What follows belongs to an exercise in optimizing a design on an open flow for small area, a short achievable clock period and few clock cycles per item; a production flow would make more cautious choices. No functional check of the RTL was part of any run shown here. Power and IR drop assume default switching activity.

## flow/constraint.sdc

```tcl
create_clock -name core_clock -period 12.0 [get_ports {i_clk}]
set_input_delay 2.4000 -clock core_clock [delete_from_list [all_inputs] [get_ports {i_clk}]]
set_output_delay 2.4000 -clock core_clock [all_outputs]
set_load 0.01 [all_outputs]
```

## flow/design.v

```verilog
`timescale 1ns / 1ps
package ose_pkg;
    typedef logic [3:0] t_cmd;
    typedef logic [1:0] t_status;
    localparam t_cmd CMD_INSERT      = 4'd0;
    localparam t_cmd CMD_REMOVE      = 4'd1;
    localparam t_cmd CMD_EXISTS      = 4'd2;
    localparam t_cmd CMD_MIN         = 4'd3;
    localparam t_cmd CMD_MAX         = 4'd4;
    localparam t_cmd CMD_EXTRACT_MIN = 4'd5;
    localparam t_cmd CMD_EXTRACT_MAX = 4'd6;
    localparam t_cmd CMD_PRED        = 4'd7;
    localparam t_cmd CMD_PRED_REMOVE = 4'd8;
    localparam t_cmd CMD_SUCC        = 4'd9;
    localparam t_cmd CMD_SUCC_REMOVE = 4'd10;
    localparam t_cmd CMD_CLEAR       = 4'd11;
    localparam t_status ST_OK        = 2'd0;
    localparam t_status ST_EMPTY     = 2'd1;
    localparam t_status ST_NOT_FOUND = 2'd2;
    localparam t_status ST_FULL      = 2'd3;
endpackage
`timescale 1ns / 1ps
module ose_cell #(
    parameter int KEY_WIDTH = 16
) (
    input  logic                 i_clk,
    input  logic                 i_flag_en,   
    input  logic                 i_occ_nxt,   
    input  logic [KEY_WIDTH-1:0] i_cmp_key,   
    input  logic [KEY_WIDTH-1:0] i_key,       
    input  logic                 i_ld_prv,    
    input  logic                 i_ld_key,    
    input  logic                 i_ld_nxt,    
    input  logic [KEY_WIDTH-1:0] i_prv_key,
    input  logic [KEY_WIDTH-1:0] i_nxt_key,
    input  logic                 i_prv_clt,   
    input  logic                 i_prv_ceq,
    input  logic                 i_nxt_clt,   
    input  logic                 i_nxt_ceq,
    input  logic                 i_key_clt,   
    input  logic                 i_key_ceq,
    output logic [KEY_WIDTH-1:0] o_key,
    output logic                 o_clt,       
    output logic                 o_ceq,       
    output logic                 o_lt,        
    output logic                 o_eq
);
    localparam int W = KEY_WIDTH;
    logic [W-1:0] r_key, n_key;
    logic         r_lt, r_eq, n_lt, n_eq;
    logic         w_hold, w_clt, w_ceq;
    assign w_clt  = r_key < i_cmp_key;
    assign w_ceq  = r_key == i_cmp_key;
    assign w_hold = !(i_ld_prv || i_ld_key || i_ld_nxt);
    assign n_key  = ({W{w_hold}}   & r_key)     |
                    ({W{i_ld_nxt}} & i_nxt_key) |
                    ({W{i_ld_key}} & i_key)     |
                    ({W{i_ld_prv}} & i_prv_key);
    assign n_lt   = i_occ_nxt && ((w_hold && w_clt) || (i_ld_nxt && i_nxt_clt) ||
                                  (i_ld_key && i_key_clt) || (i_ld_prv && i_prv_clt));
    assign n_eq   = i_occ_nxt && ((w_hold && w_ceq) || (i_ld_nxt && i_nxt_ceq) ||
                                  (i_ld_key && i_key_ceq) || (i_ld_prv && i_prv_ceq));
    always_ff @(posedge i_clk) begin
        r_key <= n_key;
        if (i_flag_en) begin
            r_lt <= n_lt;
            r_eq <= n_eq;
        end
    end
    assign o_key = r_key;
    assign o_clt = w_clt;
    assign o_ceq = w_ceq;
    assign o_lt  = r_lt;
    assign o_eq  = r_eq;
endmodule
`timescale 1ns / 1ps
module ordered_set_engine #(
    parameter int CAPACITY  = 32,
    parameter int KEY_WIDTH = 16
) (
    input  logic                             i_clk,
    input  logic                             i_rst_n,
    input  logic                             i_in_valid,
    output logic                             o_in_stall,
    input  ose_pkg::t_cmd                    i_command,
    input  logic [31:0]                      i_key,
    output logic                             o_out_valid,
    input  logic                             i_out_stall,
    output ose_pkg::t_status                 o_status,
    output logic [31:0]                      o_value,
    output logic                             o_hit,
    output logic [$clog2(CAPACITY+1)-1:0]    o_count
);
    localparam int CNT_W = $clog2(CAPACITY + 1);
    logic                 r_q_valid, r_b_valid;
    ose_pkg::t_cmd        r_q_cmd, r_b_cmd;
    logic [KEY_WIDTH-1:0] r_q_key, r_b_key;
    logic [CNT_W-1:0]     r_count, n_count;
    logic [CAPACITY-1:0]  r_occ, n_occ;
    logic                 r_o_valid, r_s_valid;
    ose_pkg::t_status     r_o_status, r_s_status, n_status;
    logic [KEY_WIDTH-1:0] r_o_value, r_s_value, n_value;
    logic                 r_o_hit, r_s_hit, n_hit;
    logic [CNT_W-1:0]     r_o_count, r_s_count;
    logic [KEY_WIDTH-1:0] w_key [CAPACITY];
    logic [CAPACITY-1:0]  w_lt, w_eq, w_le, w_gt;
    logic [CAPACITY-1:0]  w_clt, w_ceq;
    logic [CAPACITY-1:0]  w_ld_prv, w_ld_key, w_ld_nxt, w_pick;
    logic                 w_key_clt, w_key_ceq;
    logic w_move, w_go, w_take;
    logic w_empty, w_full, w_found, w_pred_ok, w_succ_ok;
    logic c_ins, c_rm, c_clr, c_rm_lt, c_rm_all, c_rm_pred, c_rm_le;
    logic k_min, k_max, k_pred, k_succ;
    assign o_in_stall = r_s_valid;
    assign w_move     = !r_s_valid;
    assign w_go       = r_b_valid && !r_s_valid;
    assign w_take     = r_o_valid && !i_out_stall;
    assign w_le      = w_lt | w_eq;
    assign w_gt      = r_occ & ~w_le;
    assign w_empty   = !r_occ[0];
    assign w_full    = r_occ[CAPACITY-1];
    assign w_found   = |w_eq;
    assign w_pred_ok = w_lt[0];
    assign w_succ_ok = |w_gt;
    always_comb begin
        c_ins     = 1'b0;
        c_rm      = 1'b0;
        c_clr     = 1'b0;
        c_rm_lt   = 1'b0;
        c_rm_all  = 1'b0;
        c_rm_pred = 1'b0;
        c_rm_le   = 1'b0;
        n_status  = ose_pkg::ST_OK;
        n_hit     = 1'b0;
        unique case (r_b_cmd)
            ose_pkg::CMD_INSERT: begin
                if (w_found) begin
                    n_status = ose_pkg::ST_NOT_FOUND;
                end else if (w_full) begin
                    n_status = ose_pkg::ST_FULL;
                end else begin
                    n_hit = 1'b1;
                    c_ins = 1'b1;
                end
            end
            ose_pkg::CMD_REMOVE, ose_pkg::CMD_EXISTS: begin
                if (w_found) begin
                    n_hit = 1'b1;
                    if (r_b_cmd == ose_pkg::CMD_REMOVE) begin
                        c_rm    = 1'b1;
                        c_rm_lt = 1'b1;
                    end
                end else if (w_empty) begin
                    n_status = ose_pkg::ST_EMPTY;
                end else begin
                    n_status = ose_pkg::ST_NOT_FOUND;
                end
            end
            ose_pkg::CMD_MIN, ose_pkg::CMD_EXTRACT_MIN: begin
                if (w_empty) begin
                    n_status = ose_pkg::ST_EMPTY;
                end else begin
                    if (r_b_cmd == ose_pkg::CMD_EXTRACT_MIN) begin
                        c_rm     = 1'b1;
                        c_rm_all = 1'b1;
                    end
                end
            end
            ose_pkg::CMD_MAX, ose_pkg::CMD_EXTRACT_MAX: begin
                if (w_empty) begin
                    n_status = ose_pkg::ST_EMPTY;
                end else begin
                    if (r_b_cmd == ose_pkg::CMD_EXTRACT_MAX) begin
                        c_rm = 1'b1;
                    end
                end
            end
            ose_pkg::CMD_PRED, ose_pkg::CMD_PRED_REMOVE: begin
                if (w_empty) begin
                    n_status = ose_pkg::ST_EMPTY;
                end else if (!w_pred_ok) begin
                    n_status = ose_pkg::ST_NOT_FOUND;
                end else begin
                    if (r_b_cmd == ose_pkg::CMD_PRED_REMOVE) begin
                        c_rm      = 1'b1;
                        c_rm_pred = 1'b1;
                    end
                end
            end
            ose_pkg::CMD_SUCC, ose_pkg::CMD_SUCC_REMOVE: begin
                if (w_empty) begin
                    n_status = ose_pkg::ST_EMPTY;
                end else if (!w_succ_ok) begin
                    n_status = ose_pkg::ST_NOT_FOUND;
                end else begin
                    if (r_b_cmd == ose_pkg::CMD_SUCC_REMOVE) begin
                        c_rm    = 1'b1;
                        c_rm_le = 1'b1;
                    end
                end
            end
            ose_pkg::CMD_CLEAR: c_clr = 1'b1;
            default: ;   
        endcase
    end
    assign k_min  = (r_b_cmd == ose_pkg::CMD_MIN)  || (r_b_cmd == ose_pkg::CMD_EXTRACT_MIN);
    assign k_max  = (r_b_cmd == ose_pkg::CMD_MAX)  || (r_b_cmd == ose_pkg::CMD_EXTRACT_MAX);
    assign k_pred = (r_b_cmd == ose_pkg::CMD_PRED) || (r_b_cmd == ose_pkg::CMD_PRED_REMOVE);
    assign k_succ = (r_b_cmd == ose_pkg::CMD_SUCC) || (r_b_cmd == ose_pkg::CMD_SUCC_REMOVE);
    always_comb begin
        n_count = r_count;
        n_occ   = r_occ;
        if (w_go) begin
            if (c_clr) begin
                n_count = '0;
                n_occ   = '0;
            end else if (c_ins) begin
                n_count = r_count + CNT_W'(1);
                n_occ   = {r_occ[CAPACITY-2:0], 1'b1};
            end else if (c_rm) begin
                n_count = r_count - CNT_W'(1);
                n_occ   = {1'b0, r_occ[CAPACITY-1:1]};
            end
        end
    end
    for (genvar g = 0; g < CAPACITY; g++) begin : g_ctl
        logic prv_lt, nxt_lt, prv_gt, nxt_occ;
        if (g == 0) begin : g_first
            assign prv_lt = 1'b1;
            assign prv_gt = 1'b0;
        end else begin : g_inner_prv
            assign prv_lt = w_lt[g-1];
            assign prv_gt = w_gt[g-1];
        end
        if (g == CAPACITY - 1) begin : g_last
            assign nxt_lt  = 1'b0;
            assign nxt_occ = 1'b0;
        end else begin : g_inner_nxt
            assign nxt_lt  = w_lt[g+1];
            assign nxt_occ = r_occ[g+1];
        end
        assign w_ld_key[g] = w_go && c_ins && !w_lt[g] && prv_lt;
        assign w_ld_prv[g] = w_go && c_ins && !w_lt[g] && !prv_lt;
        assign w_ld_nxt[g] = w_go && ((c_rm_lt && !w_lt[g]) || c_rm_all ||
                                      (c_rm_pred && !nxt_lt) || (c_rm_le && !w_le[g]));
        assign w_pick[g]   = (k_min && (g == 0) && r_occ[0]) ||
                             (k_max && r_occ[g] && !nxt_occ) ||
                             (k_pred && w_lt[g] && !nxt_lt) ||
                             (k_succ && w_gt[g] && !prv_gt);
    end
    assign w_key_clt = r_b_key < r_q_key;
    assign w_key_ceq = r_b_key == r_q_key;
    for (genvar g = 0; g < CAPACITY; g++) begin : g_cell
        logic [KEY_WIDTH-1:0] prv_key, nxt_key;
        logic                 prv_clt, prv_ceq, nxt_clt, nxt_ceq;
        if (g == 0) begin : g_first
            assign prv_key = '0;
            assign prv_clt = 1'b0;
            assign prv_ceq = 1'b0;
        end else begin : g_inner_prv
            assign prv_key = w_key[g-1];
            assign prv_clt = w_clt[g-1];
            assign prv_ceq = w_ceq[g-1];
        end
        if (g == CAPACITY - 1) begin : g_last
            assign nxt_key = '0;
            assign nxt_clt = 1'b0;
            assign nxt_ceq = 1'b0;
        end else begin : g_inner_nxt
            assign nxt_key = w_key[g+1];
            assign nxt_clt = w_clt[g+1];
            assign nxt_ceq = w_ceq[g+1];
        end
        ose_cell #(
            .KEY_WIDTH (KEY_WIDTH)
        ) u_cell (
            .i_clk     (i_clk),
            .i_flag_en (w_move),
            .i_occ_nxt (n_occ[g]),
            .i_cmp_key (r_q_key),
            .i_key     (r_b_key),
            .i_ld_prv  (w_ld_prv[g]),
            .i_ld_key  (w_ld_key[g]),
            .i_ld_nxt  (w_ld_nxt[g]),
            .i_prv_key (prv_key),
            .i_nxt_key (nxt_key),
            .i_prv_clt (prv_clt),
            .i_prv_ceq (prv_ceq),
            .i_nxt_clt (nxt_clt),
            .i_nxt_ceq (nxt_ceq),
            .i_key_clt (w_key_clt),
            .i_key_ceq (w_key_ceq),
            .o_key     (w_key[g]),
            .o_clt     (w_clt[g]),
            .o_ceq     (w_ceq[g]),
            .o_lt      (w_lt[g]),
            .o_eq      (w_eq[g])
        );
    end
    always_comb begin
        n_value = '0;
        for (int i = 0; i < CAPACITY; i++) begin
            n_value = n_value | (w_key[i] & {KEY_WIDTH{w_pick[i]}});
        end
    end
    always_ff @(posedge i_clk) begin
        if (!i_rst_n) begin
            r_q_valid <= 1'b0;
            r_b_valid <= 1'b0;
            r_count   <= '0;
            r_occ     <= '0;
            r_o_valid <= 1'b0;
            r_s_valid <= 1'b0;
        end else begin
            if (w_move) begin
                r_q_valid <= i_in_valid;
                r_b_valid <= r_q_valid;
            end
            r_count <= n_count;
            r_occ   <= n_occ;
            if (!r_o_valid || w_take) begin
                r_o_valid <= r_s_valid || w_go;
                r_s_valid <= 1'b0;
            end else if (w_go) begin
                r_s_valid <= 1'b1;
            end
        end
    end
    always_ff @(posedge i_clk) begin
        if (w_move) begin
            r_q_cmd <= i_command;
            r_q_key <= i_key[KEY_WIDTH-1:0];
            r_b_cmd <= r_q_cmd;
            r_b_key <= r_q_key;
        end
        if (!r_o_valid || w_take) begin
            if (r_s_valid) begin
                r_o_status <= r_s_status;
                r_o_value  <= r_s_value;
                r_o_hit    <= r_s_hit;
                r_o_count  <= r_s_count;
            end else begin
                r_o_status <= n_status;
                r_o_value  <= n_value;
                r_o_hit    <= n_hit;
                r_o_count  <= n_count;
            end
        end
        if (!r_s_valid) begin
            r_s_status <= n_status;
            r_s_value  <= n_value;
            r_s_hit    <= n_hit;
            r_s_count  <= n_count;
        end
    end
    assign o_out_valid = r_o_valid;
    assign o_status    = r_o_status;
    assign o_value     = 32'(r_o_value);
    assign o_hit       = r_o_hit;
    assign o_count     = r_o_count;
endmodule
```

## flow/config.mk

```make
export PLATFORM = sky130hd
export DESIGN_NAME = ordered_set_engine
export DESIGN_NICKNAME = ordered_set_engine
export VERILOG_FILES = /design/flow/design.v
export SDC_FILE = /design/flow/constraint.sdc
export NUM_CORES = 4
export LEC_CHECK = 0
export CAP_MARGIN = 20
export CORE_MARGIN = 2
export CORE_UTILIZATION = 35
export GPL_ROUTABILITY_DRIVEN = 1
export PLACE_DENSITY = 0.5
export SLEW_MARGIN = 20
```

## flow/flow/run.sh

```bash
#!/bin/bash
# Standard layout (standard.sh) with these changes:
#  - synthesis maps the logic with an area-oriented ABC script (flow/abc_area.script);
#    flow/synth_area.tcl is synth_recipe.tcl with only the ABC script swapped;
#  - timing repair aims below the clock period (SETUP_SLACK_MARGIN), on all endpoints;
#  - placement density and clock tree settings as given below.
set -e
FL=$PWD/flow
export MY_ABC_SCRIPT=$FL/abc_area.script
bash standard.sh SYNTH_SCRIPT=$FL/synth_area.tcl SETUP_SLACK_MARGIN=8.1 TNS_END_PERCENT=100 SKIP_GATE_CLONING=1 CORE_UTILIZATION=35 PLACE_DENSITY=0.5 CTS_CLUSTER_SIZE=30 CTS_CLUSTER_DIAMETER=100 finish > standard.log 2>&1
```

## flow/standard.sh

```bash
#!/bin/bash
# synth_recipe.tcl (not shown) runs the flow's synth.tcl, then flattens the netlist and writes it again
# the make line also repeats each setting of config.mk as NAME=value (left out here)
make -C /OpenROAD-flow-scripts/flow DESIGN_CONFIG=/design/flow/config.mk WORK_HOME=/design/flow/orfs CLKGATE_MAP_FILE= SYNTH_SCRIPT=/design/flow/synth_recipe.tcl "${@:-finish}"
```

## flow/flow/abc_area.script

```
strash
&get -n
&st
&dch -f
&nf -a -R 1000
&put
topo
stime -c
```

## flow/flow/synth_area.tcl

```tcl
proc synth {args} { yosys synth -nofsm -noshare {*}$args }
proc abc {args} {
  set i [lsearch -exact $args -script]
  if { $i >= 0 && [info exists ::env(MY_ABC_SCRIPT)] } { lset args [expr {$i+1}] $::env(MY_ABC_SCRIPT) }
  yosys abc {*}$args
}
source $::env(SCRIPTS_DIR)/synth.tcl
# left out here: clear keep_hierarchy, flatten, clean up, hide names made inside functions, write 1_2_yosys.v
```

==> run summary, run 1 <==
status=no timing/DRC/antenna violations; area grow syn2layout=14.6%; Leakage=~22 nW; Power Dens Cells=between 90 and 100 nW/um^2; clock sink total=708; Final Skew=between 0.04 and 0.05 ns; number of routed nets with antenna violations=0; Ports=83; Die Width=roughly 360 um; share of post-route cells with drive strength above 1=a little over 8%; CTS tree=yes; crit-path cells=nand2b_4 > nor3_1 > o21bai_2 > buf_12 > buf_6 > buf_16 > nand2_1 > o21ai_1 > buf_4 > a222oi_1 > buf_4 > nand4_1 > nor2_1 > a2bb2oi_1; DR DRC count=0; CP peak stage delay=between 0.7 and 0.8 ns; largest net degree at the start of global routing=90; endpoints failing setup=0; DRT iter0 DRCs=8,480; CP startpoint kind=flop; sequential fraction of the synthesis area=between 30 and 40%; Core Area=roughly 120,000 sq um; RR Startpoint=r_b_cmd[2]; area leader, netlist=dfxtp_1; Slew Limit Fails=0; total routed wirelength=approximately 200,000 um; Rel. slew slack=14.4%; Syn Std Cell Area=43,200 sq um; worst vdd ir=between 0.1 and 0.15 mV; Peak Freq=around 250 MHz; Max Cap Viol=0; Total GRT Usage=between 20% and 30%; final worst setup slack=about 8 ns; HP Start=r_q_cmd[0]; Crit path top cell by count=buf_4; clk_lat worst skew=roughly 0.68 ns; Syn Area/Cell=roughly 8.7 sq um; critical path's slowest cell=a222oi_1; Hold Violations, Final=0; worst hold margin=0.438 ns; Fillers=~12,000; DP HPWL=142,000 um; CTS Root Buffer Type=clkbuf_16; Final TNS setup=0 ns; Initial Utilization=between 30% and 40%; Post-synth EDFFs=between 100 and 150; Buffers on Ports=50; first-pass GRT wire length=just under 300,000 um; H-tree depth=2; top cell type's share of synthesized area=26.8%; most frequent cells in the layout=nand2_1 (1,316), a222oi_1 (635), dfxtp_1 (578), ha_1 (530), a21oi_1 (408); routability cong.=~0.90; commonest non-fill, non-tap cell in the layout=nand2_1; Main synth FF type=dfxtp_1; register clock-pin slew on the reported worst setup and hold paths=0.12 ns; die area=roughly 130,000 sq um; Synth Register Bits=about 710; vias per cell=6.60; synth unique cells=51; total power=roughly 4.6 mW; Die H=355 um; Hold-fix buffers, CTS=0; num rows=approximately 130; cell count after synthesis=a little under 5,000; CTS Buf Count=38; Crit Path Max Fanout=17; initial antenna violation count=12; pre-CTS setup slack=approximately 7.0 ns; time the worst path needs with I/O delays and setup=approximately 4.0 ns; Synth area leaders=dfxtp_1 (27%), ha_1 (15%), a222oi_1 (15%); Worst Setup End Kind=flop; crit path DAT=approximately 4.4 ns; Final Core Density=between 40 and 50%; CP Class=reg2reg; Yosys warnings=3; Async SR Flop Fraction=0%; RSZ-0062 raised after global routing=yes; Hold Path Class=reg2reg; TritonRoute pass-1 iters=15; vias post-DR=45,704; WL/cell=~29 um; clk buf depth=3; nets=roughly 5,800; Worst EP required=12.38 ns; final worst-path cycle share=approximately a third; worst slew pin tran=1.27 ns; vias in the first global route=~42,000; Overflow after GRT=0; CP startpoint=r_b_cmd[2]
where the power goes:
group          switching [mW]  leakage (nW)  internal (mW)  total, mW
Clock                   0.992         0.622          0.641       1.63
Combinational           0.301          14.8          0.134      0.435
Sequential             0.0661          6.18           2.46       2.52
Total                    1.36          21.6           3.23       4.59
flip-flops by register name, summed over array words and instances (netlist names), 2 cells and up:
signal               cells
r_o_status               2
r_count                  6
g_cell.u_cell.r_key    512
r_s_status               2
r_q_key                 16
r_occ                   32
r_s_value               16
g_cell.u_cell.r_eq      32
r_q_cmd                  4
r_o_count                6
r_s_count                6
g_cell.u_cell.r_lt      32
r_o_value               16
r_b_cmd                  4
r_b_key                 16
through the flow:
stage,instance area [sq um],instances
after global routing,49500,6922
after floorplan,43300,4957
final,49500,6923
after global placement,47200,6781
after detailed placement,47200,6787
after CTS,48800,6873
final timing paths:
path	end	slack (ns)	depth (start not counted)
setup / recovery	r_o_value[3]	8.01	14
hold / removal	r_b_cmd[0]	0.44	0
setup reg to reg	r_o_value[3]	8.01	14
hold reg to reg	r_b_cmd[0]	0.44	0
layer usage:
metal | share of wire, % | track usage (%)
met1 | 42 | 41.0
met2 | 44 | 47.4
met3 | 9.1 | 4.18
met4 | 4.6 | 12.1
met5 | 0.040 | 0
area by class of cell:
cell class,instances,area (sq um),area share (%)
diodes,1,2.50,0.00505
clock buffers,40,980,1.98
repair buffers,287,2360,4.77
well taps,1625,2030,4.11
clock inverters,29,280,0.566
inverters,97,379,0.766
multi-input cells,4136,28000,56.6
flip-flops and latches,708,15500,31.2
synthesized netlist by cell type (3+ instances only):
library cell	count
a21oi_1	427
or3_1	21
a22oi_1	98
a22o_1	6
o32ai_1	4
nor2b_1	24
nand3b_1	5
o21ai_0	161
nor2_1	274
o211ai_1	36
dfxtp_1	579
a2111oi_0	4
o221ai_1	31
nand2_1	1320
nand3_1	34
a21boi_0	10
o21a_1	6
a222oi_1	635
mux2i_1	30
a31oi_1	12
nand2b_1	7
a2bb2oi_1	10
a211oi_1	16
nand4_1	153
or4_1	9
nor4_1	39
clkinv_1	97
a221oi_1	17
and2_0	45
o22a_1	4
edfxtp_1	129
a211o_1	3
ha_1	530
buf_4	16
a21o_1	44
nor3_1	75
o31ai_1	13
logic make-up (layout without fill, tap and decap cells):
family	Yosys count	after routing	share of synthesized area, %
AO/OA/AOI/OAI	1545	1545	27.3
multiplexers	30	30	0.695
buffers and inverters	113	453	1.12
other	1	17	0.00868
flip-flops	708	708	35.8
AND/OR/NAND/NOR	2012	2012	19.6
adder cells (fa/ha/maj)	530	530	15.3
XOR/XNOR	3	3	0.0608
worst max-delay path, delay by kind of cell (launching register included):
kind / cells / cell delay, ns
AOI/OAI and AO/OA: 4 / 1.28
and+or+nand+nor: 5 / 0.97
buffers and inverters: 5 / 0.97
DFF: 1 / 0.44
timing repair:
item / in CTS / in global routing
gates resized for setup: 128 / 63
setup buffers: 17 / 49
endpoints found under the setup margin: 681 / 366
pin swaps: 10 / 10
==> run 2, diff against run 1 <==
--- a/flow/design.v
+++ b/flow/design.v
@@ -99,3 +99,3 @@
     logic [CAPACITY-1:0]  r_occ, n_occ;
-    logic                 r_o_valid, r_s_valid;
+    logic                 r_o_valid, r_s_valid, r_in_ready;
     ose_pkg::t_status     r_o_status, r_s_status, n_status;
@@ -113,3 +113,3 @@
     logic k_min, k_max, k_pred, k_succ;
-    assign o_in_stall = r_s_valid;
+    assign o_in_stall = !r_in_ready;
     assign w_move     = !r_s_valid;
@@ -311,4 +311,5 @@
             r_occ     <= '0;
-            r_o_valid <= 1'b0;
-            r_s_valid <= 1'b0;
+            r_o_valid  <= 1'b0;
+            r_s_valid  <= 1'b0;
+            r_in_ready <= 1'b1;
         end else begin
@@ -321,6 +322,8 @@
             if (!r_o_valid || w_take) begin
-                r_o_valid <= r_s_valid || w_go;
-                r_s_valid <= 1'b0;
+                r_o_valid  <= r_s_valid || w_go;
+                r_s_valid  <= 1'b0;
+                r_in_ready <= 1'b1;
             end else if (w_go) begin
-                r_s_valid <= 1'b1;
+                r_s_valid  <= 1'b1;
+                r_in_ready <= 1'b0;
             end
--- a/flow/flow/run.sh
+++ b/flow/flow/run.sh
@@ -9,2 +9,2 @@
 export MY_ABC_SCRIPT=$FL/abc_area.script
-bash standard.sh SYNTH_SCRIPT=$FL/synth_area.tcl SETUP_SLACK_MARGIN=8.1 TNS_END_PERCENT=100 SKIP_GATE_CLONING=1 CORE_UTILIZATION=35 PLACE_DENSITY=0.5 CTS_CLUSTER_SIZE=30 CTS_CLUSTER_DIAMETER=100 finish > standard.log 2>&1
+bash standard.sh SYNTH_SCRIPT=$FL/synth_area.tcl SETUP_SLACK_MARGIN=8.1 TNS_END_PERCENT=100 SKIP_GATE_CLONING=1 CORE_UTILIZATION=35 PLACE_DENSITY=0.5 CTS_CLUSTER_SIZE=24 CTS_CLUSTER_DIAMETER=80 finish > standard.log 2>&1
==> run 2 against run 1 <==
- worst hold slack worse by 0.011 ns
- core utilization rose by 0.55 points
- clock skew decreased by 0.0070 ns
- routed wire length grew 1.7%
- largest power group unchanged
==> run summary, run 2 <==
CTS Root Buffer Type=clkbuf_16; largest family of logic cells by synthesized area=compound AO/OA/AOI/OAI gates; R2R cell count=14 (unchanged); Crit Path Max Fanout=6 (-11); max reg flops=512 (unchanged); Hold-fix buffers, CTS=0 (unchanged); area leader, netlist=dfxtp_1; Synth area leaders=dfxtp_1 (27%), ha_1 (15%), a222oi_1 (14%); Syn Std Cell Area=43,300 sq um (+0.15%); Synth Register Bits=709 (+0.14%); clock sink total=709 (+0.14%); Die H=356 um (about the same); Synth Area in Adders=15.3% (-0.023 points); WL/cell=28.7 um (+0.45%); Leakage=22.0 nW (+2.1%); num rows=129 (+0.78%); Initial Utilization=35.1% (-0.22 points); CP peak stage delay=0.75 ns (about the same); first-pass GRT wire length=294,000 um (+1.7%); CP Class=reg2reg; Core Area=123,000 sq um (+0.78%); Hold Violations, Final=0 (unchanged); Final Skew=0.0414 ns (-0.00704 ns); cell count after synthesis=4,973 (+0.63%); vias in the first global route=42,547 (+1.1%); endpoints failing setup=0 (unchanged); synth unique cells=52 (+2.0%); internal power=3.61 mW (+12%); DR DRC count=0 (unchanged); register clock-pin slew on the reported worst setup and hold paths=0.09 ns (-0.03 ns); worst vdd ir=0.122 mV (-5.0%); Async SR Flop Fraction=0% (unchanged); Slew Limit Fails=0 (unchanged); Crit path top cell by count=nand4_1; r2r endpoint=r_o_value[5]; vias post-DR=45,904 (+0.44%); Final TNS setup=0 ns (unchanged); sequential share of power=49.3% (-5.7 points); Power Dens Cells=101 nW/um^2 (+9.2%); initial antenna violation count=3 (-9); final instance area=50,600 sq um (+2.1%); sequential fraction of the synthesis area=35.8% (about the same); hold depth=0 (unchanged); crit-path cells=buf_4 > nand2b_4 > o21bai_4 > buf_12 > nand2_4 > nor2_2 > a21oi_1 > o21ai_1 > buf_6 > a222oi_1 > nand4_1 > nor2_4 > nand4_1 > o22a_2; FF-to-FF setup slack=7.88 ns (-0.13 ns); commonest non-fill, non-tap cell in the layout=nand2_1; area grow syn2layout=16.8%; Sw Share=29.5% (-0.095 points); Syn Area/Cell=8.70 sq um (-0.48%); placed inst area=47,400 sq um (+0.25%); worst path bufs/invs=3 (-2); status=no timing/DRC/antenna violations; clk_lat worst skew=0.73 ns (+0.05 ns); WHS Endpoint=r_b_cmd[2]; Worst path top cell family by delay=simple AND/OR/NAND/NOR gates; Rel. slew slack=15.2% (+0.75 points); CTS Buf Count=53 (+39%); worst slew pin tran=1.26 ns (-0.0112 ns); Worst Setup End Kind=flop; Hold Path Class=reg2reg; CP startpoint kind=flop; Ports=83 (unchanged); Yosys warnings=3 (unchanged); Post-synth EDFFs=129 (unchanged); RR Startpoint=r_b_cmd[2]; clk buf depth=3 (unchanged); total power=5.12 mW (+12%); time the worst path needs with I/O delays and setup=4.12 ns (+0.127 ns); mux cell area share after synthesis=0.694% (-0.0010 points); largest net degree at the start of global routing=76 (-16%); Final Core Density=41.1% (+0.55 points); Total GRT Usage=30.7% (+0.70 points); CTS tree=yes; top cell type's share of synthesized area=26.8% (about the same); clock network fraction of total power=42.0% (+6.4 points); TritonRoute pass-1 iters=14 (-1); Overflow after GRT=0 (unchanged); final worst-path cycle share=34.3% (+1.1 points); DRT iter0 DRCs=7,879 (-7.1%); Comb power frac=8.7% (-0.8 points); critical path's slowest cell=a222oi_1; Reg with most FFs=g_cell.u_cell.r_key; Die Width=356 um (about the same); vias per cell=6.55 (-0.81%); routability cong.=0.905 (about the same); xor-xnor portion of the synthesized cell area=0.0607% (-0.000090 points); RSZ-0062 raised after global routing=yes; Peak Freq=243 MHz (-3.1%); simple-gate share of the synthesized area=20.0% (+0.36 points); Fillers=12,367 (+0.66%); most frequent cells in the layout=nand2_1 (1,325), a222oi_1 (623), dfxtp_1 (579), ha_1 (530), a21oi_1 (424); Switch Pwr=1.51 mW (+11%); crit path DAT=4.58 ns (+0.21 ns); Worst EP required=12.46 ns (+0.08 ns); DP HPWL=144,000 um (+1.4%); share of post-route cells with drive strength above 1=9.03% (+0.78 points); Main synth FF type=dfxtp_1; Buffers on Ports=50 (unchanged); commonest cells in the netlist=nand2_1 (1,332), a222oi_1 (623), dfxtp_1 (580); Max Cap Viol=0 (unchanged); die area=126,000 sq um (+0.15%); HP Start=r_q_cmd[2]; total routed wirelength=201,000 um (+1.7%); nets=5,896 (+0.99%); CP startpoint=r_b_cmd[2]; most instantiated library cell after synthesis=nand2_1; post-synthesis compound-gate area fraction=27.0% (-0.34 points); H-tree depth=2 (unchanged); number of routed nets with antenna violations=0 (unchanged)
run 2: cell types whose count changed in the layout (fill, tap and decap cells not counted), moves of 11 or more:
cell       delta
clkbuf_16    +17
a222oi_1     -12
nor2_4       +18
a21oi_1      +16
nor3_1       -11
and2_1       +12
a22oi_1      +12
nand4_1      +13
nor3_2       +15
run 2: what timing repair did:
action | in CTS | in global routing
buffers inserted | 50 | 28
endpoints found under the setup margin | 678 | 109
pin swaps | 18 | 27
gates cloned | 0 | 0
resized for setup | 136 | 57
run 2: power by group through the flow:
stage	logic (mW)	registers, mW	clock network (mW)
2_1_floorplan	0.220	2.57	0
3_3_place_gp	0.399	2.58	0
3_5_place_dp	0.408	2.58	0
4_1_cts	0.429	2.52	2.18
5_1_grt	0.485	2.53	2.26
6_report	0.447	2.52	2.15
run 2: how the worst max path moves through the flow:
stage,endpoint,cells after the start,slack (ns)
finish,r_o_value[5],14,7.88
global route,r_o_value[5],14,8.00
CTS,r_o_value[8],15,8.04
detailed placement,r_o_count[5],14,7.16
global placement,g_cell[30].u_cell.r_lt,14,7.02
floorplan,g_cell[0].u_cell.r_key[0],8,8.04
run 2: cell type report:
cell class / count / area, sq um / share of cell area (%)
antenna: 2 / 5.00 / 0.00990
clock inverter: 39 / 548 / 1.08
clock buffer: 61 / 1440 / 2.85
inverter: 98 / 388 / 0.767
timing repair buffer: 299 / 2550 / 5.05
multi-input combinational: 4165 / 28100 / 55.6
tap: 1637 / 2050 / 4.05
sequential: 709 / 15500 / 30.6
run 2: stage by stage:
stage / hold WS [ns] / instances / worst slack (ns)
global route: 0.437 / 7008 / 8.00
floorplan: 0.400 / 4988 / 8.04
global placement: 0.407 / 6824 / 7.02
detailed placement: 0.406 / 6829 / 7.16
finish: 0.427 / 7010 / 7.88
CTS: 0.429 / 6979 / 8.04
run 2: per-layer routing:
| metal | GRT usage [%] | share of wire, % |
|---|---|---|
| met1 | 41.0 | 41 |
| met2 | 48.5 | 45 |
| met3 | 3.38 | 8.3 |
| met4 | 16.2 | 5.9 |
| met5 | 0 | 0.0080 |
run 2: logic make-up after synthesis:
group / Yosys count
flip-flops: 709
adder cells (fa/ha/maj): 530
AO/OA/AOI/OAI: 1536
other: 1
multiplexers: 30
buffers and inverters: 114
XOR/XNOR: 3
AND/OR/NAND/NOR: 2050
run 2: worst register-to-register path: cells and delay by family (launching register included):
kind / cells / cell delay (ns)
flops: 1 / 0.47
buf+inv: 3 / 0.51
simple gates: 6 / 1.48
compound gates: 5 / 1.41
==> run 3, diff against run 2 <==
--- a/flow/design.v
+++ b/flow/design.v
@@ -109,2 +109,3 @@
     logic                 w_key_clt, w_key_ceq;
+    logic                 r_found, n_found, w_rm_ceq;
     logic w_move, w_go, w_take;
@@ -121,3 +122,3 @@
     assign w_full    = r_occ[CAPACITY-1];
-    assign w_found   = |w_eq;
+    assign w_found   = r_found;
     assign w_pred_ok = w_lt[0];
@@ -299,2 +300,11 @@
     end
+    assign w_rm_ceq = c_rm_lt ? w_key_ceq : |(w_pick & w_ceq);
+    assign n_found  = !(w_go && c_clr) &&
+                      ((|(r_occ & w_ceq) && !(w_go && c_rm && w_rm_ceq)) ||
+                       (w_go && c_ins && w_key_ceq));
+    always_ff @(posedge i_clk) begin
+        if (w_move) begin
+            r_found <= n_found;
+        end
+    end
     always_comb begin
--- a/flow/flow/run.sh
+++ b/flow/flow/run.sh
@@ -9,2 +9,2 @@
 export MY_ABC_SCRIPT=$FL/abc_area.script
-bash standard.sh SYNTH_SCRIPT=$FL/synth_area.tcl SETUP_SLACK_MARGIN=8.1 TNS_END_PERCENT=100 SKIP_GATE_CLONING=1 CORE_UTILIZATION=35 PLACE_DENSITY=0.5 CTS_CLUSTER_SIZE=24 CTS_CLUSTER_DIAMETER=80 finish > standard.log 2>&1
+bash standard.sh SYNTH_SCRIPT=$FL/synth_area.tcl SETUP_SLACK_MARGIN=8.1 TNS_END_PERCENT=100 SKIP_GATE_CLONING=1 CORE_UTILIZATION=35 PLACE_DENSITY=0.5 CTS_CLUSTER_SIZE=30 CTS_CLUSTER_DIAMETER=80 finish > standard.log 2>&1
==> run 3 against run 2 <==
- cell area is 0.75% higher
- highest routed layer unchanged
- die area is 0.71% higher
- clock power fell by 2%
- cell count is 1.1% higher
- clock skew rose by 0.011 ns
- synthesized cell count increased by 0.86%
- global-route usage decreased by 0.083 points
- clock-buffer cell count is 1 lower
- area after synthesis increased by 0.71%
- critical path type unchanged
- critical path depth unchanged
==> run summary, run 3 <==
status=no timing/DRC/antenna violations; hold depth=1 (+1); largest net degree at the start of global routing=86 (+13%); most frequent cells in the layout=nand2_1 (1,337), a222oi_1 (628), dfxtp_1 (580), ha_1 (530), a21oi_1 (452); Leakage=22.1 nW (+0.46%); final worst-path cycle share=34.1% (-0.23 points); RSZ-0062 raised after global routing=yes; Peak Freq=245 MHz (+0.68%); Final Skew=0.0523 ns (+0.0109 ns); worst slew pin tran=1.16 ns (-0.105 ns); Die Width=357 um (+0.35%); clk buf depth=3 (unchanged); CTS Buf Count=53 (unchanged); Core Area=124,000 sq um (+0.39%); top cell type's share of synthesized area=26.6% (-0.19 points); Slew Limit Fails=0 (unchanged); Buffers on Ports=50 (unchanged); Power Dens Cells=99.1 nW/um^2 (-2.1%); CP startpoint kind=flop; synth unique cells=50 (-3.8%); crit path DAT=4.56 ns (-0.02 ns); cell count after synthesis=5,016 (+0.86%); R2R cell count=14 (unchanged); time the worst path needs with I/O delays and setup=4.09 ns (-0.0280 ns); DP HPWL=148,000 um (+2.9%); Hold Violations, Final=0 (unchanged); Async SR Flop Fraction=0% (unchanged); max reg flops=512 (unchanged); register clock-pin slew on the reported worst setup and hold paths=0.11 ns (+0.02 ns); commonest non-fill, non-tap cell in the layout=nand2_1; Syn Std Cell Area=43,600 sq um (+0.71%); H-tree depth=2 (unchanged); Crit Path Max Fanout=11 (+5); Worst Setup End Kind=flop; Die H=357 um (+0.35%); commonest cells in the netlist=nand2_1 (1,342), a222oi_1 (628), dfxtp_1 (580); Synth area leaders=dfxtp_1 (27%), ha_1 (15%), a222oi_1 (14%); vias in the first global route=42,929 (+0.90%); Post-synth EDFFs=130 (+0.78%); Main synth FF type=dfxtp_1; Reg with most FFs=g_cell.u_cell.r_key; vias post-DR=46,370 (+1.0%); Rel. slew slack=23.0% (+7.8 points); die area=127,000 sq um (+0.71%); TritonRoute pass-1 iters=11 (-3); Fillers=12,583 (+1.7%); Overflow after GRT=0 (unchanged); DR DRC count=0 (unchanged); Syn Area/Cell=8.69 sq um (-0.15%); DRT iter0 DRCs=8,554 (+8.6%); first-pass GRT wire length=296,000 um (+0.69%); Hold Path Class=reg2reg; nets=5,975 (+1.3%); Ports=83 (unchanged); Total GRT Usage=30.6% (-0.083 points); CTS Root Buffer Type=clkbuf_16; most instantiated library cell after synthesis=nand2_1; num rows=129 (unchanged); area leader, netlist=dfxtp_1; number of routed nets with antenna violations=0 (unchanged); CP Class=reg2reg; Max Cap Viol=0 (unchanged); CTS tree=yes; clk_lat worst skew=0.73 ns (about the same); endpoints failing setup=0 (unchanged); Synth Register Bits=710 (+0.14%); area grow syn2layout=16.9% (about the same); Initial Utilization=35.3% (+0.11 points); sequential fraction of the synthesis area=35.6% (-0.18 points); clock sink total=710 (+0.14%); Final TNS setup=0 ns (unchanged); worst vdd ir=0.163 mV (+34%); initial antenna violation count=7 (+4); vias per cell=6.54 (-0.12%); share of post-route cells with drive strength above 1=9.32% (+0.29 points); Yosys warnings=3 (unchanged); Worst EP required=12.47 ns (about the same); total routed wirelength=203,000 um (+1.0%); WL/cell=28.7 um (-0.13%); worst hold margin=0.413 ns (-0.0138 ns); routability cong.=0.930 (+2.7%); Final Core Density=41.2% (+0.15 points)
[run 3: changes by cell type in the layout (fill, tap and decap cells not counted), moves of 19 or more]
cell | previous run | this run
nand4_1 | 166 | 141
o22ai_1 | 1 | 41
buf_4 | 217 | 261
a21oi_1 | 424 | 452
mux2i_1 | 30 | 0
o221ai_1 | 31 | 1
a22oi_1 | 110 | 135
o21ai_1 | 28 | 3
and2_0 | 10 | 29
nor2b_1 | 28 | 48
nor2_1 | 256 | 228
[run 3: what timing repair did]
action	CTS	global route
setup buffers	25	36
endpoints found under the setup margin	385	123
pin swaps	19	19
gates resized for setup	76	50
hold buffers	0	0
[run 3: cells by family (layout without fill, tap and decap cells)]
kind of cell               after synthesis  count (layout)  synth area share [%]
and+or+nand+nor                       2018            2018                  19.6
AOI/OAI and AO/OA                     1627            1627                  28.3
DFF                                    710             710                  35.6
adders and majority gates              530             530                  15.2
buffers and inverters                  126             545                  1.22
xor gates and xnor gates                 4               4                0.0804
other                                    1              19               0.00860
[run 3: cell type report]
type                    instances  area [sq um]  area share, %
diodes                          3          7.51         0.0147
flip-flops and latches        710         15500           30.5
inverters                     110           425          0.835
repair buffers                335          2750           5.40
multi-input cells            4195         28300           55.5
clock inverters                40           494          0.970
well taps                    1637          2050           4.02
clock buffers                  60          1440           2.82
[run 3: path summary, 6_finish.rpt]
path / to / startpoint / slack (ns)
setup / recovery: r_o_value[2] / r_b_cmd[0] / 7.91
setup reg to reg: r_o_value[2] / r_b_cmd[0] / 7.91
hold / removal: r_in_ready / r_o_valid / 0.41
hold reg to reg: r_in_ready / r_o_valid / 0.41
[run 3: worst max-delay path: stages, from the launching register on]
cell and delay [ns]:
edfxtp_1 0.50, buf_6 0.17, buf_6 0.12, nand2_4 0.07, o21bai_4 0.06, buf_12 0.15, buf_8 0.15, a22oi_2 0.20
o21ai_2 0.09, buf_6 0.15, a222oi_1 0.63, buf_4 0.28, nand4_1 0.43, or3_4 0.58, o22a_1 0.20
[run 3: layer usage]
layer | GRT usage (%) | up-vias | share of wire, %
met1 | 40.1 | 22603 | 41
met4 | 15.6 | 6 | 5.6
met5 | 0 | - | 0.016
li1 | - | 21023 | -
met3 | 4.56 | 453 | 8.2
met2 | 48.8 | 2285 | 45
[run 3: power breakdown]
group / leakage (nW) / internal (mW) / switching, mW
Combinational: 15.0 / 0.134 / 0.297
Clock: 0.943 / 0.938 / 1.16
Sequential: 6.20 / 2.46 / 0.0582
[run 3: through the flow]
step / power, mW / setup WS (ns) / instances / cell area (sq um)
2_1_floorplan: 2.78 / 7.93 / 5031 / 43700
3_3_place_gp: 2.97 / 7.26 / 6923 / 48100
3_5_place_dp: 2.97 / 7.25 / 6926 / 48100
4_1_cts: 5.07 / 8.10 / 7051 / 50400
5_1_grt: 5.21 / 7.88 / 7087 / 50900
6_report: 5.05 / 7.91 / 7090 / 50900
==> run 4, diff against run 3 <==
--- a/flow/design.v
+++ b/flow/design.v
@@ -110,3 +110,3 @@
     logic                 r_found, n_found, w_rm_ceq;
-    logic w_move, w_go, w_take;
+    logic w_move, w_go, w_take, w_o_hold, w_o_from_s, w_o_from_n;
     logic w_empty, w_full, w_found, w_pred_ok, w_succ_ok;
@@ -118,2 +118,5 @@
     assign w_take     = r_o_valid && !i_out_stall;
+    assign w_o_hold   = r_o_valid && i_out_stall;
+    assign w_o_from_s = !w_o_hold && r_s_valid;
+    assign w_o_from_n = !w_o_hold && !r_s_valid;
     assign w_le      = w_lt | w_eq;
@@ -348,15 +351,13 @@
         end
-        if (!r_o_valid || w_take) begin
-            if (r_s_valid) begin
-                r_o_status <= r_s_status;
-                r_o_value  <= r_s_value;
-                r_o_hit    <= r_s_hit;
-                r_o_count  <= r_s_count;
-            end else begin
-                r_o_status <= n_status;
-                r_o_value  <= n_value;
-                r_o_hit    <= n_hit;
-                r_o_count  <= n_count;
-            end
-        end
+        r_o_status <= ({2{w_o_hold}}         & r_o_status) |
+                      ({2{w_o_from_s}}       & r_s_status) |
+                      ({2{w_o_from_n}}       & n_status);
+        r_o_value  <= ({KEY_WIDTH{w_o_hold}}   & r_o_value)  |
+                      ({KEY_WIDTH{w_o_from_s}} & r_s_value)  |
+                      ({KEY_WIDTH{w_o_from_n}} & n_value);
+        r_o_hit    <= (w_o_hold && r_o_hit) || (w_o_from_s && r_s_hit) ||
+                      (w_o_from_n && n_hit);
+        r_o_count  <= ({CNT_W{w_o_hold}}     & r_o_count)  |
+                      ({CNT_W{w_o_from_s}}   & r_s_count)  |
+                      ({CNT_W{w_o_from_n}}   & n_count);
         if (!r_s_valid) begin
--- a/flow/flow/run.sh
+++ b/flow/flow/run.sh
@@ -9,2 +9,2 @@
 export MY_ABC_SCRIPT=$FL/abc_area.script
-bash standard.sh SYNTH_SCRIPT=$FL/synth_area.tcl SETUP_SLACK_MARGIN=8.1 TNS_END_PERCENT=100 SKIP_GATE_CLONING=1 CORE_UTILIZATION=35 PLACE_DENSITY=0.5 CTS_CLUSTER_SIZE=30 CTS_CLUSTER_DIAMETER=80 finish > standard.log 2>&1
+bash standard.sh SYNTH_SCRIPT=$FL/synth_area.tcl SETUP_SLACK_MARGIN=8.4 TNS_END_PERCENT=100 SKIP_GATE_CLONING=1 CORE_UTILIZATION=35 PLACE_DENSITY=0.5 CTS_CLUSTER_SIZE=30 CTS_CLUSTER_DIAMETER=80 "BUFFER_PORTS_ARGS=-buffer_cell sky130_fd_sc_hd__buf_2" finish > standard.log 2>&1
==> run 4 against run 3 <==
- sequential power about the same
- sequential share of layout area down 2.0 points
- via count is 4.1% higher
- synthesized cell count up 0.76%
- clock-buffer cell count increased by 6
- critical path depth unchanged
- first-iteration DRC count increased by 1.5%
- clock power grew 2%
- power is 1.8% higher
- largest cell class unchanged
- worst hold slack better by 0.014 ns
- sequential cell count is the same
- largest power group unchanged
- area after synthesis is 0.60% higher
==> run summary, run 4 <==
status=no timing/DRC/antenna violations; area grow syn2layout=24.8%; nets=6,149 (+2.9%); multi-input logic area=30,000 sq um (+6.2%); Comb power frac=9.3% (+0.8 points); vias per cell=6.64 (+1.6%); CP startpoint kind=flop; Die H=358 um (+0.29%); most frequent cells in the layout=nand2_1 (1,327), a222oi_1 (627), dfxtp_1 (552), ha_1 (529), a21oi_1 (326); RSZ-0062 raised after global routing=yes; Final Core Density=44.1% (+2.9 points); vias post-DR=48,275 (+4.1%); final worst-path cycle share=34.6% (+0.57 points); CTS Root Buffer Type=clkbuf_16; time the worst path needs with I/O delays and setup=4.16 ns (+0.0682 ns); CTS tree=yes; Worst EP required=12.61 ns (+0.14 ns); commonest cells in the netlist=nand2_1 (1,352), a222oi_1 (627), dfxtp_1 (580); Post-synth EDFFs=130 (unchanged); initial antenna violation count=9 (+2); FF+latch area=15,500 sq um (+0.23%); Async SR Flop Fraction=0% (unchanged); first-pass GRT wire length=312,000 um (+5.4%); Hold Path Class=reg2reg; clk_lat worst skew=0.74 ns (about the same); Sw Share=30.2% (+0.083 points); Max Cap Viol=0 (unchanged); register clock-pin slew on the reported worst setup and hold paths=0.09 ns (-0.02 ns); crit path DAT=4.77 ns (+0.21 ns); Die Width=358 um (+0.29%); Power Dens Cells=94.0 nW/um^2 (-5.2%); WL/cell=30.1 um (+4.8%); Synth Register Bits=710 (unchanged); die area=128,000 sq um (+0.59%); Fillers=12,215 (-2.9%); CTS Buf Count=56 (+5.7%); Crit Path Max Fanout=7 (-4); Final Skew=0.0581 ns (+0.00582 ns); Initial Utilization=35.4% (+0.12 points); commonest non-fill, non-tap cell in the layout=nand2_1; HP Start=r_q_cmd[0]; num rows=129 (unchanged); met3 Use GR=6.85% (+2.3 points); Switch Pwr=1.55 mW (+2.1%); DP HPWL=151,000 um (+2.0%); largest net degree at the start of global routing=88 (+2.3%); clock sink total=710 (unchanged); worst vdd ir=0.129 mV (-21%); Ports=83 (unchanged); clock network fraction of total power=41.6% (about the same); Yosys warnings=3 (unchanged); Syn Std Cell Area=43,800 sq um (+0.60%); Syn Area/Cell=8.68 sq um (-0.16%); TritonRoute pass-1 iters=14 (+3); number of routed nets with antenna violations=0 (unchanged); M1 GR Usage=43.7% (+3.5 points); Hold Violations, Final=0 (unchanged); Hold-fix buffers, CTS=0 (unchanged); Leakage=23.5 nW (+6.1%); Reg with most FFs=g_cell.u_cell.r_key; DRT iter0 DRCs=8,682 (+1.5%); max reg flops=512 (unchanged); Rel. slew slack=11.5% (-11 points); vias in the first global route=43,987 (+2.5%); area leader, netlist=dfxtp_1; Main synth FF type=dfxtp_1; sequential fraction of the synthesis area=35.4% (-0.21 points); Synth area leaders=dfxtp_1 (26%), ha_1 (15%), a222oi_1 (14%); cell count after synthesis=5,054 (+0.76%); most instantiated library cell after synthesis=nand2_1; RR Startpoint=r_b_cmd[1]; Worst Setup End Kind=flop; CP startpoint=r_b_cmd[1]; Core Area=124,000 sq um (+0.26%); sequential share of power=49.1% (-0.8 points); internal power=3.59 mW (+1.7%); Final TNS setup=0 ns (unchanged); met2 global-route usage=50.0% (+1.2 points); H-tree depth=2 (unchanged); endpoints failing setup=0 (unchanged); top cell type's share of synthesized area=26.5% (-0.16 points); total routed wirelength=218,000 um (+7.5%); CP Class=reg2reg; Total GRT Usage=32.5% (+1.9 points); share of post-route cells with drive strength above 1=17.3% (+8.0 points); clk buf depth=3 (unchanged); worst slew pin tran=1.33 ns (+0.172 ns); routability cong.=0.961 (+3.4%); Overflow after GRT=0 (unchanged); synth unique cells=45 (-10%); DR DRC count=0 (unchanged); Peak Freq=241 MHz (-1.6%); Top Usage Layer GRT=met2; Buffers on Ports=50 (unchanged); Slew Limit Fails=0 (unchanged)
==> run 4: cell types whose count changed after synthesis, sizes merged, moves of 10 or more <==
| cell | previous run | this run |
|---|---|---|
| nor2b | 48 | 76 |
| and2 | 42 | 57 |
| nand2 | 1342 | 1352 |
| a21oi | 462 | 479 |
| nor2 | 238 | 202 |
| nand2b | 18 | 8 |
| a22o | 17 | 28 |
| a22oi | 138 | 167 |
| or3 | 29 | 39 |
==> run 4: layer usage <==
metal | wire length (um) | vias up
met2 | 94800 | 2795
li1 | - | 21426
met1 | 88700 | 23484
met5 | 116 | -
met4 | 11800 | 14
met3 | 23000 | 556
==> run 4: layout make-up <==
cell class | instances | area share [%]
timing repair buffer | 468 | 8.21
clock inverter | 40 | 0.844
clock buffer | 66 | 2.80
sequential | 710 | 28.4
multi-input combinational | 4224 | 54.9
antenna | 3 | 0.0137
tap | 1637 | 3.74
inverter | 119 | 1.11
==> run 4: what timing repair did <==
item / 4_1_cts / 5_1_grt
buffers inserted: 135 / 120
pin swaps: 116 / 164
setup endpoints to repair: 681 / 489
gates resized for setup: 337 / 339
==> run 4: logic make-up after synthesis <==
kind of cell    Yosys count  share of synthesized area, %
xor+xnor                  1                        0.0200
compound gates         1651                          28.4
fa+ha+maj               530                          15.1
buf+inv                 135                          1.29
simple gates           2026                          19.8
flops                   710                          35.4
other cells               1                       0.00855
==> run 4: worst paths after layout <==
kind / to / slack, ns / depth (start not counted)
worst min register to register: r_b_cmd[0] / 0.43 / 0
worst max register to register: r_o_value[4] / 7.84 / 14
worst min-delay path: r_b_cmd[0] / 0.43 / 0
worst max-delay path: r_o_value[4] / 7.84 / 14
==> run 4: power by group through the flow <==
stage | Clock [mW] | Combinational, mW | Sequential (mW)
after global placement | 0 | 0.390 | 2.57
after CTS | 2.17 | 0.438 | 2.52
after detailed placement | 0 | 0.398 | 2.58
after global routing | 2.24 | 0.516 | 2.53
after floorplan | 0 | 0.215 | 2.57
final | 2.14 | 0.480 | 2.52
==> run 4: critical path, stage by stage, from the launching register on <==
cell      delay, ns
edfxtp_1       0.56
nor3_2         0.10
o21bai_4       0.19
buf_12         0.16
buf_12         0.14
a22o_1         0.20
a31o_1         0.21
buf_8          0.15
buf_4          0.13
buf_4          0.13
a222oi_1       1.04
nand4_1        0.18
or3_4          0.39
a22oi_2        0.34
nand2_1        0.08
==> run 4: stage by stage <==
step	cell area [sq um]	power, mW	cells	setup slack (ns)	hold WS, ns
after global placement	47700	2.96	6898	6.92	0.402
after floorplan	44100	2.78	5069	8.25	0.400
after global routing	54700	5.29	7267	7.87	0.436
final	54700	5.14	7267	7.84	0.427
after detailed placement	47700	2.97	6903	6.93	0.405
after CTS	52200	5.12	7144	8.08	0.428
==> run 5, diff against run 4 <==
--- a/flow/design.v
+++ b/flow/design.v
@@ -114,2 +114,3 @@
     logic k_min, k_max, k_pred, k_succ;
+    logic [3:0] r_b_class, w_q_class;
     assign o_in_stall = !r_in_ready;
@@ -209,6 +210,10 @@
     end
-    assign k_min  = (r_b_cmd == ose_pkg::CMD_MIN)  || (r_b_cmd == ose_pkg::CMD_EXTRACT_MIN);
-    assign k_max  = (r_b_cmd == ose_pkg::CMD_MAX)  || (r_b_cmd == ose_pkg::CMD_EXTRACT_MAX);
-    assign k_pred = (r_b_cmd == ose_pkg::CMD_PRED) || (r_b_cmd == ose_pkg::CMD_PRED_REMOVE);
-    assign k_succ = (r_b_cmd == ose_pkg::CMD_SUCC) || (r_b_cmd == ose_pkg::CMD_SUCC_REMOVE);
+    assign k_min  = r_b_class[0];
+    assign k_max  = r_b_class[1];
+    assign k_pred = r_b_class[2];
+    assign k_succ = r_b_class[3];
+    assign w_q_class = {(r_q_cmd == ose_pkg::CMD_SUCC) || (r_q_cmd == ose_pkg::CMD_SUCC_REMOVE),
+                        (r_q_cmd == ose_pkg::CMD_PRED) || (r_q_cmd == ose_pkg::CMD_PRED_REMOVE),
+                        (r_q_cmd == ose_pkg::CMD_MAX)  || (r_q_cmd == ose_pkg::CMD_EXTRACT_MAX),
+                        (r_q_cmd == ose_pkg::CMD_MIN)  || (r_q_cmd == ose_pkg::CMD_EXTRACT_MIN)};
     always_comb begin
@@ -349,2 +354,3 @@
             r_b_cmd <= r_q_cmd;
+            r_b_class <= w_q_class;
             r_b_key <= r_q_key;
==> run 5 against run 4 <==
- worst hold slack better by 0.0079 ns
- critical endpoint is now r_o_value[7]
- die area barely moved
- area after synthesis about the same
- still clean
- sequential share of layout area up 2.2 points
- combinational power fell by 11%
- sequential power is essentially flat
- power shrank 1.9%
==> run summary, run 5 <==
Die Width=358 um (about the same); top cell type's share of synthesized area=26.5% (about the same); clk buf depth=3 (unchanged); synth unique cells=47 (+4.4%); Total GRT Usage=31.6% (-0.87 points); vias in the first global route=42,725 (-2.9%); CTS Buf Count=53 (-5.4%); RR Startpoint=r_b_class[1]; endpoints failing setup=0 (unchanged); worst path bufs/invs=2 (-3); internal power=3.55 mW (-1.2%); DR DRC count=0 (unchanged); CP peak stage delay=1.08 ns (+0.04 ns); status=no timing/DRC/antenna violations; Initial Utilization=35.4% (about the same); CP Class=reg2reg; Worst Setup End Kind=flop; Final Skew=0.0582 ns (+0.0000849 ns); Sw Share=29.7% (-0.50 points); final worst-path cycle share=31.9% (-2.7 points); sequential share of power=50.2% (+1.1 points); die area=128,000 sq um (about the same); register clock-pin slew on the reported worst setup and hold paths=0.11 ns (+0.02 ns); routability cong.=0.952 (-0.94%); placed inst area=47,600 sq um (-0.37%); cell count after synthesis=5,032 (-0.44%); Core Area=124,000 sq um (unchanged); Switch Pwr=1.50 mW (-3.5%); Worst path top cell family by delay=compound AO/OA/AOI/OAI gates; CTS Root Buffer Type=clkbuf_16; DP HPWL=147,000 um (-2.5%); Hold Path Class=reg2reg; HP Start=r_o_status[1]; WL/cell=29.6 um (-1.6%); vias per cell=6.63 (-0.19%); Overflow after GRT=0 (unchanged); area leader, netlist=dfxtp_1; Synth Register Bits=714 (+0.56%); Crit Path Max Fanout=14 (+7); Placed Cells=6,872 (-0.45%); CTS tree=yes; num rows=129 (unchanged); clk_lat worst skew=0.74 ns (about the same); sequential fraction of the synthesis area=35.6% (+0.26 points); Leakage=22.0 nW (-6.2%); commonest cells in the netlist=nand2_1 (1,405), a222oi_1 (632), dfxtp_1 (580); most instantiated library cell after synthesis=nand2_1; DRT iter0 DRCs=9,085 (+4.6%); CP startpoint kind=flop; clock network fraction of total power=41.4% (-0.2 points); Syn Std Cell Area=43,900 sq um (about the same); Hold-fix buffers, CTS=0 (unchanged); Async SR Flop Fraction=0% (unchanged); final instance area=51,100 sq um (-6.6%); Final TNS setup=0 ns (unchanged); Rel. slew slack=12.6% (+1.2 points); TritonRoute pass-1 iters=15 (+1); share of post-route cells with drive strength above 1=10.5% (-6.8 points); initial antenna violation count=6 (-3); H-tree depth=2 (unchanged); largest net degree at the start of global routing=73 (-17%); critical path's slowest cell=a222oi_1; nets=5,962 (-3.0%); area grow syn2layout=16.5%; max reg flops=512 (unchanged); Peak Freq=261 MHz (+8.5%); CP startpoint=r_b_class[1]; hold depth=2 (+2); Yosys warnings=3 (unchanged); Hold Violations, Final=0 (unchanged); time the worst path needs with I/O delays and setup=3.83 ns (-0.325 ns); RSZ-0062 raised after global routing=yes; clock sink total=714 (+0.56%); total routed wirelength=209,000 um (-4.2%); Crit path depth=10 (-4); R2R cell count=10 (-4); worst vdd ir=0.131 mV (+1.1%); commonest non-fill, non-tap cell in the layout=nand2_1; number of routed nets with antenna violations=0 (unchanged); Slew Limit Fails=0 (unchanged); crit path DAT=4.42 ns (-0.35 ns); Reg with most FFs=g_cell.u_cell.r_key; first-pass GRT wire length=303,000 um (-2.7%); worst slew pin tran=1.31 ns (-0.0174 ns); Comb power frac=8.4% (-0.9 points); most frequent cells in the layout=nand2_1 (1,402), a222oi_1 (632), dfxtp_1 (557), ha_1 (530), a21oi_1 (451); Crit path top cell by count=nand2_1; non-filler instance count after layout=7,076 (-2.6%); Main synth FF type=dfxtp_1; Post-synth EDFFs=134 (+3.1%); Power Dens Cells=98.7 nW/um^2 (+5.0%); Syn Area/Cell=8.72 sq um (+0.49%); crit-path cells=buf_12 > nand2_1 > o22ai_1 > a41o_4 > buf_4 > a222oi_1 > nand4_1 > or3_4 > a22oi_1 > nand2_1; Max Cap Viol=0 (unchanged); Ports=83 (unchanged); Die H=358 um (about the same); Synth area leaders=dfxtp_1 (26%), ha_1 (15%), a222oi_1 (14%); Worst EP required=12.59 ns (-0.02 ns); vias post-DR=46,917 (-2.8%); Buffers on Ports=50 (unchanged)
==> run 5: cell count changes in the layout (fill, tap and decap cells not counted), sizes merged, moves of 19 or more <==
cell	previous run	this run
clkinv	125	105
nor2	202	168
a41o	0	26
a22oi	167	143
nor2b	76	57
nand2	1352	1405
o22ai	35	58
buf	465	305
==> run 5: cell families (layout without fill, tap and decap cells) <==
| kind of cell | count (synthesis) | after routing | share of synthesized area (%) |
|---|---|---|---|
| and+or+nand+nor | 2019 | 2019 | 19.6 |
| buffers and inverters | 124 | 514 | 1.20 |
| adders and majority gates | 530 | 530 | 15.1 |
| xor gates and xnor gates | 3 | 3 | 0.0599 |
| other | 1 | 18 | 0.00855 |
| AOI/OAI and AO/OA | 1641 | 1641 | 28.4 |
| DFF | 714 | 714 | 35.6 |
==> run 5: power by group through the flow <==
| stage | clock network, mW | logic (mW) | registers, mW |
|---|---|---|---|
| CTS | 2.11 | 0.404 | 2.53 |
| floorplan | 0 | 0.205 | 2.58 |
| detailed placement | 0 | 0.386 | 2.59 |
| finish | 2.09 | 0.426 | 2.53 |
| global placement | 0 | 0.373 | 2.59 |
| global route | 2.19 | 0.461 | 2.54 |
==> run 5: what timing repair did <==
item / CTS / global route
setup endpoints to repair: 331 / 277
pin swaps: 39 / 35
resized for setup: 126 / 94
setup buffers: 45 / 52
==> run 5: metrics by stage <==
step / setup WS, ns / util, % / hold WS (ns) / power, mW
global route: 8.29 / 41.2 / 0.451 / 5.19
global placement: 7.61 / 38.3 / 0.420 / 2.97
detailed placement: 7.59 / 38.4 / 0.426 / 2.98
floorplan: 8.32 / - / 0.428 / 2.79
CTS: 8.34 / 40.6 / 0.438 / 5.05
finish: 8.17 / 41.2 / 0.435 / 5.04
==> run 5: worst min-delay path, cell delays in order, from the launching register on <==
cell and delay [ns]:
dfxtp_1 0.31, nand2_1 0.05, nand2_1 0.04
==> run 5: path summary, 6_finish.rpt <==
| path | end | slack (ns) |
|---|---|---|
| max | r_o_value[7] | 8.17 |
| max reg2reg | r_o_value[7] | 8.17 |
| min reg2reg | r_o_status[1] | 0.44 |
| min | r_o_status[1] | 0.44 |
==> run 5: cell type report <==
cell class	instances	area, sq um
diodes	2	5.00
clock buffers	61	1460
clock inverters	39	447
fillers	12407	72800
inverters	108	455
multi-input cells	4209	28700
flip-flops and latches	714	15700
well taps	1637	2050
repair buffers	306	2380
==> run 5: per-layer routing <==
layer | wire [um] | GRT usage (%) | vias up
li1 | - | - | 21088
met1 | 86600 | 43.4 | 22727
met2 | 91700 | 48.6 | 2681
met3 | 22200 | 6.46 | 411
met4 | 8590 | 12.3 | 10
met5 | 226 | 0 | -
==> run 6, diff against run 5 <==
--- a/flow/flow/run.sh
+++ b/flow/flow/run.sh
@@ -9,2 +9,2 @@
 export MY_ABC_SCRIPT=$FL/abc_area.script
-bash standard.sh SYNTH_SCRIPT=$FL/synth_area.tcl SETUP_SLACK_MARGIN=8.4 TNS_END_PERCENT=100 SKIP_GATE_CLONING=1 CORE_UTILIZATION=35 PLACE_DENSITY=0.5 CTS_CLUSTER_SIZE=30 CTS_CLUSTER_DIAMETER=80 "BUFFER_PORTS_ARGS=-buffer_cell sky130_fd_sc_hd__buf_2" finish > standard.log 2>&1
+bash standard.sh SYNTH_SCRIPT=$FL/synth_area.tcl SETUP_SLACK_MARGIN=8.2 TNS_END_PERCENT=100 SKIP_GATE_CLONING=1 CORE_UTILIZATION=35 PLACE_DENSITY=0.5 CTS_CLUSTER_SIZE=30 CTS_CLUSTER_DIAMETER=80 "BUFFER_PORTS_ARGS=-buffer_cell sky130_fd_sc_hd__buf_2" finish > standard.log 2>&1
==> run 6 against run 5 <==
- combinational power decreased by 2%
- core utilization decreased by 0.41 points
- cell count increased by 0.11%
- die area unchanged
- sequential power about the same
- highest routed layer unchanged
==> run summary, run 6 <==
status=no timing/DRC/antenna violations; final worst-path cycle share=32.9% (+0.94 points); Die Width=358 um (unchanged); RSZ-0062 raised after global routing=yes; clk buf depth=3 (unchanged); CP startpoint kind=flop; worst path bufs/invs=2 (unchanged); Crit Path Max Fanout=17 (+3); register clock-pin slew on the reported worst setup and hold paths=0.09 ns (-0.02 ns); FF+latch area=15,600 sq um (-0.22%); Crit path top cell by count=nand2_1; Synth area leaders=dfxtp_1 (26%), ha_1 (15%), a222oi_1 (14%); die area=128,000 sq um (unchanged); most instantiated library cell after synthesis=nand2_1; Hold Violations, Final=0 (unchanged); area grow syn2layout=15.4%; Overflow after GRT=0 (unchanged); share of post-route cells with drive strength above 1=9.39% (-1.1 points); total power=5.07 mW (+0.52%); sequential fraction of the synthesis area=35.6% (unchanged); Buffers on Ports=50 (unchanged); Fillers=12,643 (+1.9%); initial antenna violation count=11 (+5); H-tree depth=2 (unchanged); Main synth FF type=dfxtp_1; endpoints failing setup=0 (unchanged); CTS tree=yes; Total GRT Usage=31.9% (+0.29 points); Reg with most FFs=g_cell.u_cell.r_key; Syn Std Cell Area=43,900 sq um (unchanged); clk_lat worst skew=0.71 ns (-0.03 ns); vias per cell=6.72 (+1.3%); Slew Limit Fails=0 (unchanged); Initial Utilization=35.4% (unchanged); multi-input logic area=28,300 sq um (-1.4%); Worst EP required=12.59 ns (about the same); largest net degree at the start of global routing=83 (+14%); routability cong.=0.942 (-1.1%); Async SR Flop Fraction=0% (unchanged); worst hold margin=0.437 ns (+0.00166 ns); DR DRC count=0 (unchanged); worst slew pin tran=1.21 ns (-0.103 ns); Leakage=22.0 nW (-0.15%); most frequent cells in the layout=nand2_1 (1,402), a222oi_1 (632), dfxtp_1 (578), ha_1 (530), a21oi_1 (467); Final TNS setup=0 ns (unchanged); worst vdd ir=0.105 mV (-19%); Max Cap Viol=0 (unchanged); DP HPWL=152,000 um (+3.4%); total routed wirelength=212,000 um (+1.2%); final worst setup slack=8.05 ns (-0.112 ns); Final Skew=0.0263 ns (-0.0319 ns); Power Dens Cells=100 nW/um^2 (+1.5%); CP peak stage delay=0.71 ns (-0.37 ns); max reg flops=512 (unchanged); Syn Area/Cell=8.72 sq um (unchanged); crit path DAT=4.53 ns (+0.11 ns); Rel. slew slack=19.5% (+6.9 points); CTS Root Buffer Type=clkbuf_16; Worst path top cell family by delay=simple AND/OR/NAND/NOR gates; nets=5,966 (+0.067%); Yosys warnings=3 (unchanged); top cell type's share of synthesized area=26.5% (unchanged); Peak Freq=253 MHz (-2.8%); Synth Register Bits=714 (unchanged); WL/cell=29.9 um (+1.1%); TritonRoute pass-1 iters=13 (-2); commonest non-fill, non-tap cell in the layout=nand2_1; number of routed nets with antenna violations=0 (unchanged); cell count after synthesis=5,032 (unchanged); pre-CTS setup slack=7.33 ns (-0.265 ns); CTS Buf Count=53 (unchanged); Die H=358 um (unchanged); time the worst path needs with I/O delays and setup=3.95 ns (+0.112 ns); crit-path cells=buf_6 > nand2_1 > o22ai_1 > a41o_1 > buf_4 > a222oi_1 > and3_2 > nand4_1 > or3_1 > a22oi_1 > nand2_1; Ports=83 (unchanged); synth unique cells=47 (unchanged); DRT iter0 DRCs=9,008 (-0.85%); critical path's slowest cell=a222oi_1; vias in the first global route=43,036 (+0.73%); Post-synth EDFFs=134 (unchanged); commonest cells in the netlist=nand2_1 (1,405), a222oi_1 (632), dfxtp_1 (580); Core Area=124,000 sq um (unchanged); vias post-DR=47,597 (+1.4%); Worst Setup End Kind=flop; first-pass GRT wire length=306,000 um (+0.82%); CP Class=reg2reg; Hold-fix buffers, CTS=0 (unchanged); num rows=129 (unchanged); area leader, netlist=dfxtp_1; clock sink total=714 (unchanged); Hold Path Class=reg2reg
run 6: kinds of logic (layout without fill, tap and decap cells):
group	after synthesis	in the layout	synth area share (%)
AND/OR/NAND/NOR	2019	2019	19.6
AO/OA/AOI/OAI	1641	1641	28.4
flip-flops	714	714	35.6
adder cells (fa/ha/maj)	530	530	15.1
buffers and inverters	124	518	1.20
XOR/XNOR	3	3	0.0599
other	1	22	0.00855
run 6: through the flow:
step / util, % / cells / instance area (sq um)
after global placement: 38.4 / 6888 / 47600
final: 40.8 / 7084 / 50600
after CTS: 40.2 / 7001 / 49900
after floorplan: - / 5047 / 44000
after global routing: 40.8 / 7078 / 50600
after detailed placement: 38.5 / 6891 / 47700
run 6: worst min-delay path, delay by kind of cell (launching register included):
kind,cells,cell delay [ns]
flops,1,0.31
simple gates,2,0.09
run 6: cell type report:
| cell class | instances | share of cell area [%] |
|---|---|---|
| multi-input cells | 4209 | 55.8 |
| flip-flops and latches | 714 | 30.9 |
| clock buffers | 56 | 2.77 |
| well taps | 1637 | 4.05 |
| clock inverters | 44 | 1.09 |
| inverters | 108 | 0.880 |
| repair buffers | 310 | 4.46 |
| diodes | 6 | 0.0297 |
run 6: routing by layer:
| layer | track usage [%] | share of wire [%] |
|---|---|---|
| met1 | 45.2 | 42 |
| met2 | 48.6 | 43 |
| met3 | 5.17 | 11 |
| met4 | 12.0 | 4.4 |
| met5 | 0 | 0.019 |
run 6: worst paths after layout:
kind	start	slack (ns)	end	cells past startpoint
setup / recovery	r_b_class[2]	8.05	r_o_value[10]	11
hold / removal	r_o_value[3]	0.44	r_o_value[3]	2
setup reg to reg	r_b_class[2]	8.05	r_o_value[10]	11
hold reg to reg	r_o_value[3]	0.44	r_o_value[3]	2
run 6: what timing repair did:
| action | in CTS | in global routing |
|---|---|---|
| hold endpoints to repair | 0 | 0 |
| setup endpoints to repair | 299 | 221 |
| setup buffers | 10 | 75 |
| gates resized for setup | 47 | 40 |
| pin swaps | 14 | 16 |
run 6: power breakdown:
part           switching, mW  internal (mW)  leakage, nW
sequential            0.0627           2.47         6.26
clock                   1.15          0.964        0.954
combinational          0.300          0.119         14.8
